Source: an optimization exercise on an open RTL-to-GDS flow (aim: small area, a short achievable clock period and few clock cycles per item). Production flows keep margins and buffers that such runs may drop. In this exercise RTL edits were held to simulation tests only and were not proved equivalent to the original. Power is estimated from default activity; no workload was simulated.

## mnps_top
module mnps_top (
  input  wire logic        clk,
  input  wire logic        rst,
  input  wire logic        evt_valid,
  output logic             evt_ready,
  input  wire logic        evt_func,
  input  wire logic [15:0] evt_note_id,
  input  wire logic [15:0] evt_note_pitch,
  input  wire logic [15:0] evt_note_velocity,
  output logic             res_valid,
  input  wire logic        res_ready,
  output logic [1:0]       res_action,
  output logic [15:0]      res_voice_id,
  output logic [15:0]      res_voice_pitch,
  output logic [15:0]      res_voice_velocity,
  output logic             res_overflow,
  output logic [4:0]       res_held_count
);
Size in the first run: roughly 4300 cells after synthesis, about 990 flip-flops, about 110 I/O pins.
Settings: LEC_CHECK=0, CAP_MARGIN=20, CORE_MARGIN=2, CORE_UTILIZATION=40, SETUP_SLACK_MARGIN=3.0, SLEW_MARGIN=20; clock period 5.0 ns.
run.sh (not shown) runs the stock make flow with config.mk's settings and CLKGATE_MAP_FILE= SYNTH_SCRIPT=/design/flow/synth_recipe.tcl, a recipe that flattens the netlist after the stock synthesis.
Testbench counts at the start, summed over its fixed seeds: cycles 16,016, events 16,000.
Change:
- SETUP_SLACK_MARGIN: 3.0 -> 2.5
=> The new run ran to the end with no violations. First-iteration DRC count shrinks by 12%. Clock-buffer cell count shrinks by 3. Combinational power shrinks by 41%. Non-clock buffer count shrinks by 292. Routed wire length shrinks by 23%. Total power shrinks by about 18%. Sequential share of layout area grows by 7.8 points. Cell count shrinks by 4.9%.

* * *

Setup of maple:
mnps_top again, from the RTL that the note above started with.
## mnps_top
module mnps_top (
  input  wire logic        clk,
  input  wire logic        rst,
  input  wire logic        evt_valid,
  output logic             evt_ready,
  input  wire logic        evt_func,
  input  wire logic [15:0] evt_note_id,
  input  wire logic [15:0] evt_note_pitch,
  input  wire logic [15:0] evt_note_velocity,
  output logic             res_valid,
  input  wire logic        res_ready,
  output logic [1:0]       res_action,
  output logic [15:0]      res_voice_id,
  output logic [15:0]      res_voice_pitch,
  output logic [15:0]      res_voice_velocity,
  output logic             res_overflow,
  output logic [4:0]       res_held_count
);
  mnps_pkg::evt_t evt;
  mnps_pkg::res_t res;
  assign evt = {evt_func, evt_note_id, evt_note_pitch, evt_note_velocity};
  assign res_action         = res.action;
  assign res_voice_id       = res.voice_id;
  assign res_voice_pitch    = res.voice_pitch;
  assign res_voice_velocity = res.voice_velocity;
  assign res_overflow       = res.overflow;
  assign res_held_count     = res.held_count;
  mono_note_priority_stack_unit #(
    .STACK_DEPTH (mnps_pkg::DEF_STACK_DEPTH)
  ) u_unit (
    .clk       (clk),
    .rst       (rst),
    .evt_valid (evt_valid),
    .evt_ready (evt_ready),
    .evt       (evt),
    .res_valid (res_valid),
    .res_ready (res_ready),
    .res       (res)
  );
endmodule
Settings: LEC_CHECK=0, CAP_MARGIN=20, CORE_MARGIN=2, CORE_UTILIZATION=40, CTS_BUF_LIST=sky130_fd_sc_hd__clkbuf_8, CTS_CLUSTER_DIAMETER=45, CTS_CLUSTER_SIZE=20, SETUP_SLACK_MARGIN=2.5, SLEW_MARGIN=20; clock period 5.0 ns.
maple was carried through to the last stage, and its layout satisfied the timing, DRC and antenna checks.
Testbench counts of maple, summed over its fixed seeds: cycles 16,016, events 16,000.
Modified inputs, pine compared to maple
diff --git a/flow/config.mk b/flow/config.mk
--- a/flow/config.mk
+++ b/flow/config.mk
@@ -9,7 +9,4 @@
 export CORE_MARGIN = 2
 export CORE_UTILIZATION = 40
-export CTS_BUF_LIST = sky130_fd_sc_hd__clkbuf_8
-export CTS_CLUSTER_DIAMETER = 45
-export CTS_CLUSTER_SIZE = 20
-export SETUP_SLACK_MARGIN = 2.5
+export SETUP_SLACK_MARGIN = 2.0
 export SLEW_MARGIN = 20
Findings:
- pine finished every step from synthesis to the final layout, and the layout passed the timing, DRC and antenna checks.
- Summary — ratio of final minimum period to clock period, pine relative to maple: higher, by 5.1 points.
- maple -> pine: instance count along the most critical hold path flat
- Compared with maple, the detailed router inserted fewer vias in pine.
- Worst hold slack: pine < maple
- u_unit.u_stack.mem[5][36] as the timing endpoint of the critical path was reported by pine, and u_unit.res[31] by maple.
- First element of the critical path: u_unit.f_eq[9] -> maple, u_unit.f_eq[4] -> pine
- Taking pine over maple, the non-clock buffer count ratio works out to 0.54.
- Clock latency on the worst-skew pair delta for pine relative to maple: 90 ps lower
- Compared with maple, in pine cell count shows a reduction of 3.4%; aggregate routed wire length shows a reduction of 13%; post-route worst setup slack shows a reduction of 260 ps.
- Final area came out lower on pine than on maple.

* * *

mnps_top, a different RTL version from the one above (not shown whole).
Size: ~3,900 cells after synthesis, ~1,100 flip-flops, ~110 I/O pins, about 42,000 sq um of cells after synthesis.
Settings: LEC_CHECK=0, CAP_MARGIN=20, CORE_MARGIN=2, CORE_UTILIZATION=40, SETUP_SLACK_MARGIN=2.7, SLEW_MARGIN=20; clock period 5.0 ns.
Testbench counts at the start, summed over its fixed seeds: cycles 16,024, events 16,000.
Change:
Settings changed: GPL_ROUTABILITY_DRIVEN set to 0.
The changed run produced a clean layout.
Design area barely changes.
Setup slack degrades by 19 ps.
Register-to-register slack loses 20 ps.
Utilization barely changes.
Area after synthesis stays the same.
Clock-buffer cell count rose by 3.
Die area is unchanged.
Power came out lower by 1.1%.
Global-route usage went down by 0.12 points.

* * *

run a:
mnps_top, a different RTL version from the one above (not shown whole).
For scale: roughly 0.043 mm^2 of cells after synthesis.
// mnps_top
module mnps_top (
  input  wire logic        clk,
  input  wire logic        rst,
  input  wire logic        evt_valid,
  output logic             evt_ready,
  input  wire logic        evt_func,
  input  wire logic [15:0] evt_note_id,
  input  wire logic [15:0] evt_note_pitch,
  input  wire logic [15:0] evt_note_velocity,
  output logic             res_valid,
  input  wire logic        res_ready,
  output logic [1:0]       res_action,
  output logic [15:0]      res_voice_id,
  output logic [15:0]      res_voice_pitch,
  output logic [15:0]      res_voice_velocity,
  output logic             res_overflow,
  output logic [4:0]       res_held_count
);
  mnps_pkg::evt_t evt;
  mnps_pkg::res_t res;
  assign evt = {evt_func, evt_note_id, evt_note_pitch, evt_note_velocity};
  assign res_action         = res.action;
  assign res_voice_id       = res.voice_id;
  assign res_voice_pitch    = res.voice_pitch;
  assign res_voice_velocity = res.voice_velocity;
  assign res_overflow       = res.overflow;
  assign res_held_count     = res.held_count;
  mono_note_priority_stack_unit #(
    .STACK_DEPTH (mnps_pkg::DEF_STACK_DEPTH)
  ) u_unit (
    .clk       (clk),
    .rst       (rst),
    .evt_valid (evt_valid),
    .evt_ready (evt_ready),
    .evt       (evt),
    .res_valid (res_valid),
    .res_ready (res_ready),
    .res       (res)
  );
endmodule
clock: 5.0 ns
lec_check: 0
cap_margin: 20
core_margin: 2
core_utilization: 40
setup_slack_margin: 3.3
slew_margin: 20
Run a ran to completion and came out clean on the timing, DRC and antenna checks.
Testbench counts of run a, summed over its fixed seeds: cycles 16,024, events 16,000.
Relative to run a, the following input files were edited for run b:
-- flow/config.mk --
<<< run a, line 9
export CORE_MARGIN = 2
export CORE_UTILIZATION = 40
export SETUP_SLACK_MARGIN = 3.3
export SLEW_MARGIN = 20
>>> run b, line 9
export CORE_MARGIN = 2
export CORE_UTILIZATION = 40
export SETUP_SLACK_MARGIN = 2.7
export SLEW_MARGIN = 20
Results
Run b vs. run a: area used by multi-input combinational logic fell by 0.0020 mm^2; number of clock buffers inserted by TritonCTS saw an increase; routed via count lost 3,816; total power consumption of the routed design shrank by about 10%; maximum fanout along the worst path down 2. Against run a, first-pass GRT wire length in run b came out better. Of run b and run a, it is run b that has the lower number of signal-net buffers in the layout. When run b is measured against run a, its worst-margin pin slew turns out 0.17 ns higher. In run b, proportion of power drawn by the clock network is higher than in run a.

* * *

Starting RTL as in the previous note.
==> flow/config.mk <==
export PLATFORM = sky130hd
export DESIGN_NAME = mnps_top
export DESIGN_NICKNAME = mnps_top
export VERILOG_FILES = /design/flow/design.v
export SDC_FILE = /design/flow/constraint.sdc
export NUM_CORES = 4
export LEC_CHECK = 0
export CAP_MARGIN = 20
export CORE_MARGIN = 2
export CORE_UTILIZATION = 40
export SETUP_SLACK_MARGIN = 2.5
export SLEW_MARGIN = 20
==> flow/constraint.sdc <==
create_clock -name core_clock -period 5.0 [get_ports {clk}]
set_input_delay 1.0000 -clock core_clock [delete_from_list [all_inputs] [get_ports {clk}]]
set_output_delay 1.0000 -clock core_clock [all_outputs]
set_load 0.01 [all_outputs]
The baseline finished clean.
Testbench counts at the start, summed over its fixed seeds: cycles 16,024, events 16,000.
Change:
- CTS_BUF_LIST: default -> sky130_fd_sc_hd__clkbuf_8
- CTS_CLUSTER_DIAMETER: default -> 40
- CTS_CLUSTER_SIZE: default -> 16
- SETUP_SLACK_MARGIN: 2.5 -> 2.7
The new run ran to the end with no violations.
Setup slack is better by 38 ps.
Non-clock buffer count increases by 36.
Core utilization decreases by 0.25 points.
Global-route usage increases by 0.25 points.

## afterwards: timing with drivers on the ports
In the flow no input, the clock included, has a driving cell. The finished layouts below were timed again as built, in two steps.
Step 1 (the two cells are an assumption about what drives the block):
set clk [get_ports {clk}]
set_driving_cell -lib_cell sky130_fd_sc_hd__clkbuf_16 $clk
set_driving_cell -lib_cell sky130_fd_sc_hd__buf_2 [delete_from_list [all_inputs] $clk]
Step 2 adds t to the input delays and takes it off the output delays; t is the mean of the earliest and latest rising clock arrival at the registers after step 1. Input paths then give back, and output paths get back, about the clock's delay inside the block.
Three values: ideal, step 1, step 2; two values: the first two.
run | shift t [ns] | setup WS [ns] | slew at the worst register clock pin (ns)
the first run of note 1 | 0.754 | 2.260 / 2.260 / 1.776 | 0.07 / 0.07
the second run of note 1 | 0.744 | 2.375 / 2.375 / 1.878 | 0.07 / 0.07
maple | 0.812 | 2.299 / 2.299 / 1.781 | 0.12 / 0.12
pine | 0.726 | 2.044 / 2.044 / 1.402 | 0.07 / 0.07
the first run of note 3 | 0.747 | 2.705 / 2.643 / 2.094 | 0.07 / 0.07
the second run of note 3 | 0.740 | 2.686 / 2.649 / 2.032 | 0.07 / 0.07
run a | 0.758 | 2.741 / 2.671 / 2.035 | 0.07 / 0.07
run b | 0.748 | 2.703 / 2.678 / 2.005 | 0.07 / 0.07
the first run of note 5 | 0.745 | 2.563 / 2.503 / 1.884 | 0.07 / 0.07
the second run of note 5 | 0.871 | 2.601 / 2.534 / 1.846 | 0.10 / 0.10
After both steps every run listed still meets setup and hold. For the second run of note 5, which loses most, drivers alone change the setup slack by -0.067 ns; drivers and shift together by -0.755 ns.
